Source: an optimization exercise on an open RTL-to-GDS flow (aim: small area, a short achievable clock period and few clock cycles). Production flows keep margins and buffers that such runs may drop. Function was checked by simulation only, so behaviour that the tests miss may differ from the original.

== job 6712 ==
==> flow/design.v <==
package chirp_gen_pkg;
  localparam int CHIRP_TYPE_SIZE = 2;
  localparam logic [CHIRP_TYPE_SIZE-1:0] TYPE_UP    = 2'd0;
  localparam logic [CHIRP_TYPE_SIZE-1:0] TYPE_DOWN  = 2'd1;
  localparam logic [CHIRP_TYPE_SIZE-1:0] TYPE_QDOWN = 2'd2;
endpackage
module chirp_add #(
  parameter int W = 32
) (
  input  logic [W-1:0] a,
  input  logic [W-1:0] b,
  input  logic         ci,
  output logic [W-1:0] s
);
  logic [W-1:0] p0, g, p, gn, pn;
  always_comb begin
    p0 = a ^ b;
    g  = a & b;
    p  = p0;
    g[0] = g[0] | (p[0] & ci);
    for (int l = 1; l < W; l = l * 2) begin
      gn = g;
      pn = p;
      for (int i = 0; i < W; i++)
        if ((i / l) % 2 == 1) begin
          gn[i] = g[i] | (p[i] & g[(i / l) * l - 1]);
          pn[i] = p[i] & p[(i / l) * l - 1];
        end
      g = gn;
      p = pn;
    end
    s = p0 ^ {g[W-2:0], ci};
  end
endmodule
module chirp_freq_step #(
  parameter int PRECISION = 32
) (
  input  logic [PRECISION-1:0] freq,
  input  logic [PRECISION-1:0] d,
  input  logic [PRECISION-1:0] w,
  input  logic                 cin,
  input  logic                 k,
  input  logic                 up,
  input  logic                 use_test,    
  input  logic                 force_fold,  
  output logic [PRECISION-1:0] next_freq
);
  localparam int P = PRECISION;
  logic [P-1:0] s, t;
  logic [P-1:0] t_sum, t_car;
  logic [P:0]   x_a, x_b, x_c, x_sum, x_car, x;
  logic         ovf;
  logic         fold;
  always_comb begin
    t_sum = freq ^ d ^ w;
    t_car = {(freq[P-2:0] & d[P-2:0]) | (freq[P-2:0] & w[P-2:0]) | (d[P-2:0] & w[P-2:0]), k};
    x_a   = {freq[P-1], freq};
    x_b   = {d[P-1], d};
    x_c   = {up, up, w[P-1:1]};
    x_sum = x_a ^ x_b ^ x_c;
    x_car = {(x_a[P-1:0] & x_b[P-1:0]) | (x_a[P-1:0] & x_c[P-1:0]) | (x_b[P-1:0] & x_c[P-1:0]), 1'b1};
  end
  chirp_add #(.W(P))   u_s (.a(freq),  .b(d),     .ci(cin),  .s(s));
  chirp_add #(.W(P))   u_t (.a(t_sum), .b(t_car), .ci(1'b0), .s(t));
  chirp_add #(.W(P+1)) u_x (.a(x_sum), .b(x_car), .ci(1'b0), .s(x));
  always_comb begin
    ovf  = (freq[P-1] == d[P-1]) && (s[P-1] != freq[P-1]);
    fold = use_test ? (up ^ x[P] ^ ovf) : force_fold;
    next_freq = fold ? t : s;
  end
endmodule
import chirp_gen_pkg::*;
module chirp_gen #(
  parameter int PRECISION = 32,
  parameter int SYM_W     = 12
) (
  input  logic                       clk,
  input  logic                       rst,
  input  logic                       sym_valid,
  output logic                       sym_ready,
  input  logic [SYM_W-1:0]           sym_value,
  input  logic [CHIRP_TYPE_SIZE-1:0] chirp_type,
  input  logic [3:0]                 sf,
  input  logic [PRECISION-1:0]       bw_sr,
  input  logic [PRECISION-1:0]       phase_inc,
  input  logic [PRECISION-1:0]       symbol_size,
  output logic                       out_valid,
  input  logic                       out_ready,
  output logic [PRECISION-1:0]       phase_out,
  output logic [PRECISION-1:0]       freq_out,
  output logic                       sym_done
);
  localparam int P  = PRECISION;
  localparam int MB = P - SYM_W;    
  logic          st_mul;    
  logic          st_sub;    
  logic          st_run;    
  logic          up_r;      
  logic          cin_r;     
  logic [P-1:0]  w_r;       
  logic [P-1:0]  d_r;       
  logic [P-1:0]  cnt_r;     
  logic          shifting;
  logic          m_last;
  logic          cnt_one;
  logic          size_zero;
  logic          req_up;
  logic          beat;
  logic          start;
  logic          mult;
  logic          accept;
  logic [P-1:0]  next_freq;
  logic [P-1:0]  cnt_dec;
  logic [P-1:0]  phase_sum;
  chirp_add #(.W(P)) u_phase (.a(phase_out), .b(freq_out), .ci(1'b0), .s(phase_sum));
  chirp_add #(.W(P)) u_cnt   (.a(cnt_r), .b('1), .ci(1'b0), .s(cnt_dec));
  always_comb begin
    shifting  = (cnt_r[3:0] != 4'd0);
    m_last    = (cnt_r[P-1:MB+1] == '0);
    cnt_one   = (cnt_r == P'(1));
    size_zero = (symbol_size == '0);
    req_up    = (chirp_type == TYPE_UP);
    beat      = st_run && out_ready;
    start     = sym_valid && ((!st_mul && !st_sub && !st_run) || (beat && cnt_one));
    mult      = st_mul && !shifting;
    accept    = st_sub && sym_valid;
  end
  chirp_freq_step #(
    .PRECISION (P)
  ) u_freq_step (
    .freq       (freq_out),
    .d          (d_r),
    .w          (w_r),
    .cin        (cin_r),
    .k          (cin_r || up_r),
    .up         (up_r),
    .use_test   (st_run),
    .force_fold (st_mul && cnt_r[MB]),
    .next_freq  (next_freq)
  );
  always_ff @(posedge clk or posedge rst) begin
    if (rst) begin
      st_mul    <= 1'b0;
      st_sub    <= 1'b0;
      st_run    <= 1'b0;
      up_r      <= 1'b0;
      cin_r     <= 1'b0;
      sym_ready <= 1'b0;
      out_valid <= 1'b0;
      sym_done  <= 1'b0;
      phase_out <= '0;
    end else begin
      sym_done <= 1'b0;
      if (beat) begin
        phase_out <= phase_sum;
        if (cnt_one) begin
          out_valid <= 1'b0;
          sym_done  <= 1'b1;
          st_run    <= 1'b0;
        end
      end
      if (start) begin
        up_r      <= 1'b0;
        cin_r     <= !req_up;
        sym_ready <= !req_up;
        st_mul    <= req_up;
        st_sub    <= !req_up;
      end
      if (mult && m_last) begin
        cin_r     <= 1'b1;
        sym_ready <= 1'b1;
        st_mul    <= 1'b0;
        st_sub    <= 1'b1;
      end
      if (accept) begin
        up_r      <= req_up;
        cin_r     <= !req_up;
        sym_ready <= 1'b0;
        st_sub    <= 1'b0;
        if (size_zero) begin
          sym_done  <= 1'b1;
        end else begin
          out_valid <= 1'b1;
          st_run    <= 1'b1;
        end
      end
    end
  end
  always_ff @(posedge clk) begin
    if (beat) begin
      freq_out <= next_freq;
      cnt_r    <= cnt_dec;
    end
    if (start) begin
      w_r   <= bw_sr;
      cnt_r <= {sym_value, {(MB-4){1'b0}}, sf};
      if (req_up) begin
        freq_out <= '0;
        d_r      <= '0;
      end else begin
        freq_out <= {1'b0, bw_sr[P-1:1]};
        d_r      <= ~phase_inc;
      end
    end
    if (st_mul) begin
      if (shifting) begin
        w_r        <= {1'b0, w_r[P-1:1]};
        cnt_r[3:0] <= cnt_dec[3:0];
      end else begin
        freq_out       <= next_freq;
        w_r            <= {w_r[P-2:0], 1'b0};
        cnt_r[P-1:MB]  <= {1'b0, cnt_r[P-1:MB+1]};
        if (m_last) d_r <= ~{1'b0, bw_sr[P-1:1]};
      end
    end
    if (accept) begin
      freq_out <= next_freq;
      cnt_r    <= symbol_size;
      if (req_up) begin
        w_r <= ~bw_sr;
        d_r <= phase_inc;
      end
    end
  end
endmodule
Settings: LEC_CHECK=0, CAP_MARGIN=20, CORE_MARGIN=2, CORE_UTILIZATION=50, CTS_BUF_LIST=sky130_fd_sc_hd__clkbuf_4 sky130_fd_sc_hd__clkbuf_8, SETUP_SLACK_MARGIN=5, SLEW_MARGIN=20; clock period 9.0 ns.
standard.sh (not shown) runs the stock make flow with config.mk's settings and CLKGATE_MAP_FILE= SYNTH_SCRIPT=/design/flow/synth_recipe.tcl, a recipe that flattens the netlist after the stock synthesis.
==> flow/flow/run.sh <==
#!/bin/bash
# Standard layout, with plain buf_1 cells as the port buffers.
export BUFFER_PORTS_ARGS="-buffer_cell sky130_fd_sc_hd__buf_1"
bash standard.sh > standard.log 2>&1
Testbench counts of job 6712, summed over its fixed seeds: cycles 66,504.
## Diff of input files: job 2402 against job 6712
==> flow/flow/run.sh <==
#!/bin/bash
# Standard layout, with plain buf_1 cells as the port buffers and timing
# repair aiming 5.5 ns below the clock period.
export BUFFER_PORTS_ARGS="-buffer_cell sky130_fd_sc_hd__buf_1"
bash standard.sh SETUP_SLACK_MARGIN=5.5 finish > standard.log 2>&1
Findings:
Changes observed in job 2402 relative to job 6712: overall routing resource usage went up 1.2 points; placement-stage worst setup slack went up 200 ps; routed length per placed instance went up about 6%.
Global-route wire length before repair, job 2402 and job 6712: smaller value in job 6712
[diff] cell area, job 2402 relative to job 6712: regression
Diff job 2402..job 6712 | area fraction in and, or, nand and nor cells after synthesis | unchanged
Higher global-route met1 utilization among job 2402 and job 6712: job 2402
In summary, job 2402 completed successfully, with a layout that passed the timing, DRC and antenna checks.
Modified inputs, job 7554 compared to job 2402
- changing CORE_UTILIZATION from 50 to 55
==> flow/flow/run.sh <==
#!/bin/bash
# Standard layout, with plain buf_1 cells as the port buffers.
export BUFFER_PORTS_ARGS="-buffer_cell sky130_fd_sc_hd__buf_1"
bash standard.sh > standard.log 2>&1
### Flow results
- The flow did not stop early for job 7554: all stages ran, and the layout cleared the timing, DRC and antenna checks.
- Number of nets in the layout went down slightly going from job 2402 to job 7554.
- Of the two values seen for kind of critical path, flop to flop was produced by job 2402 and input port to flop by job 7554.
- Relative to job 2402, fraction of final layout cells sized beyond drive strength 1 has decreased by 5.4 points in job 7554.
- Global-route wire length before repair, job 2402 and job 7554: smaller value in job 7554
- Job 7554 against job 2402: wire length after detailed routing -about 8%; via count -363.
- Job 2402 has lower time the worst path needs with I/O delays and setup than job 7554.
> inputs changed (job 7554 -> job 4009)
- CORE_UTILIZATION changed from 55 to 50
- PLACE_DENSITY newly set to 0.75
### Flow results
- Aggregate routed wire length improves in job 4009 relative to job 7554.
- Job 4009 reports its critical-path cell with the highest stage delay as sky130_fd_sc_hd__fa_1 while job 7554 reports sky130_fd_sc_hd__a21oi_1.
- [compare] base=job 7554 new=job 4009: critical path depth shows an increase of 8; cell area reported after detailed placement ~0 delta; die area now sits higher.
Relative to job 4009, the following input files were edited for job 223:
- PLACE_DENSITY: 0.75 -> unset
- CORE_UTILIZATION: 50 -> 45
[summary]
- Relative to job 4009, wire length reported by the detailed router increased by about 4% in job 223.
- ~same sequential share of layout area in job 223 and job 4009
- Diff job 4009 -> job 223 | portion of the clock cycle consumed by the worst path in the final layout | decrease of 0.22 points
- The lower buffers plus inverters on the worst setup path of job 223 and job 4009 is in job 223.
- Summary — cell row count, job 223 relative to job 4009: higher, by 3.
- Of the two values seen for end of the critical path, freq_out[31]$_DFF_P_ was produced by job 223 and freq_out[8]$_DFF_P_ by job 4009.
- Total routing usage reported by global routing down 1.0 points in job 223 wrt job 4009
- Comparing job 223 and job 4009, the higher last weighted congestion value of the routability-driven placer was measured on job 4009.
- Slack of the worst reg-to-reg path: job 223 better than job 4009
- In the flow results for job 223 and job 4009, the maximum number of pins on one net before global-route repair is smaller on job 223.
- Die area was higher in the run labelled job 223.

## what the ideal ports hide
The results above use ideal ports. As a check the final layouts listed here were re-extracted and re-timed, cells and wires unchanged. Step 1, drivers: a clkbuf_16 drives clk and a buf_2 each remaining input, both assumed. Step 2 also shifts input and output timing later by t, the mid clock arrival at the registers, as if the neighbouring blocks saw the same clock. Three values: no drivers, after step 1, after step 2; two values: the first two.
run | shift t [ns] | slack for setup (ns) | worst setup path after step 2
job 6712 | 0.534 | 5.147 / 5.147 / 4.763 | input to register
job 2402 | 0.562 | 5.293 / 5.293 / 4.927 | input to register
job 7554 | 0.538 | 5.142 / 5.167 / 4.630 | input to register
job 4009 | 0.536 | 5.097 / 5.097 / 4.738 | input to register
job 223 | 0.561 | 5.118 / 5.118 / 4.743 | input to register
After both steps setup and hold are still met in every run listed. The setup slack of job 7554, which loses most, moves by +0.025 ns with the drivers and by -0.512 ns with both steps.
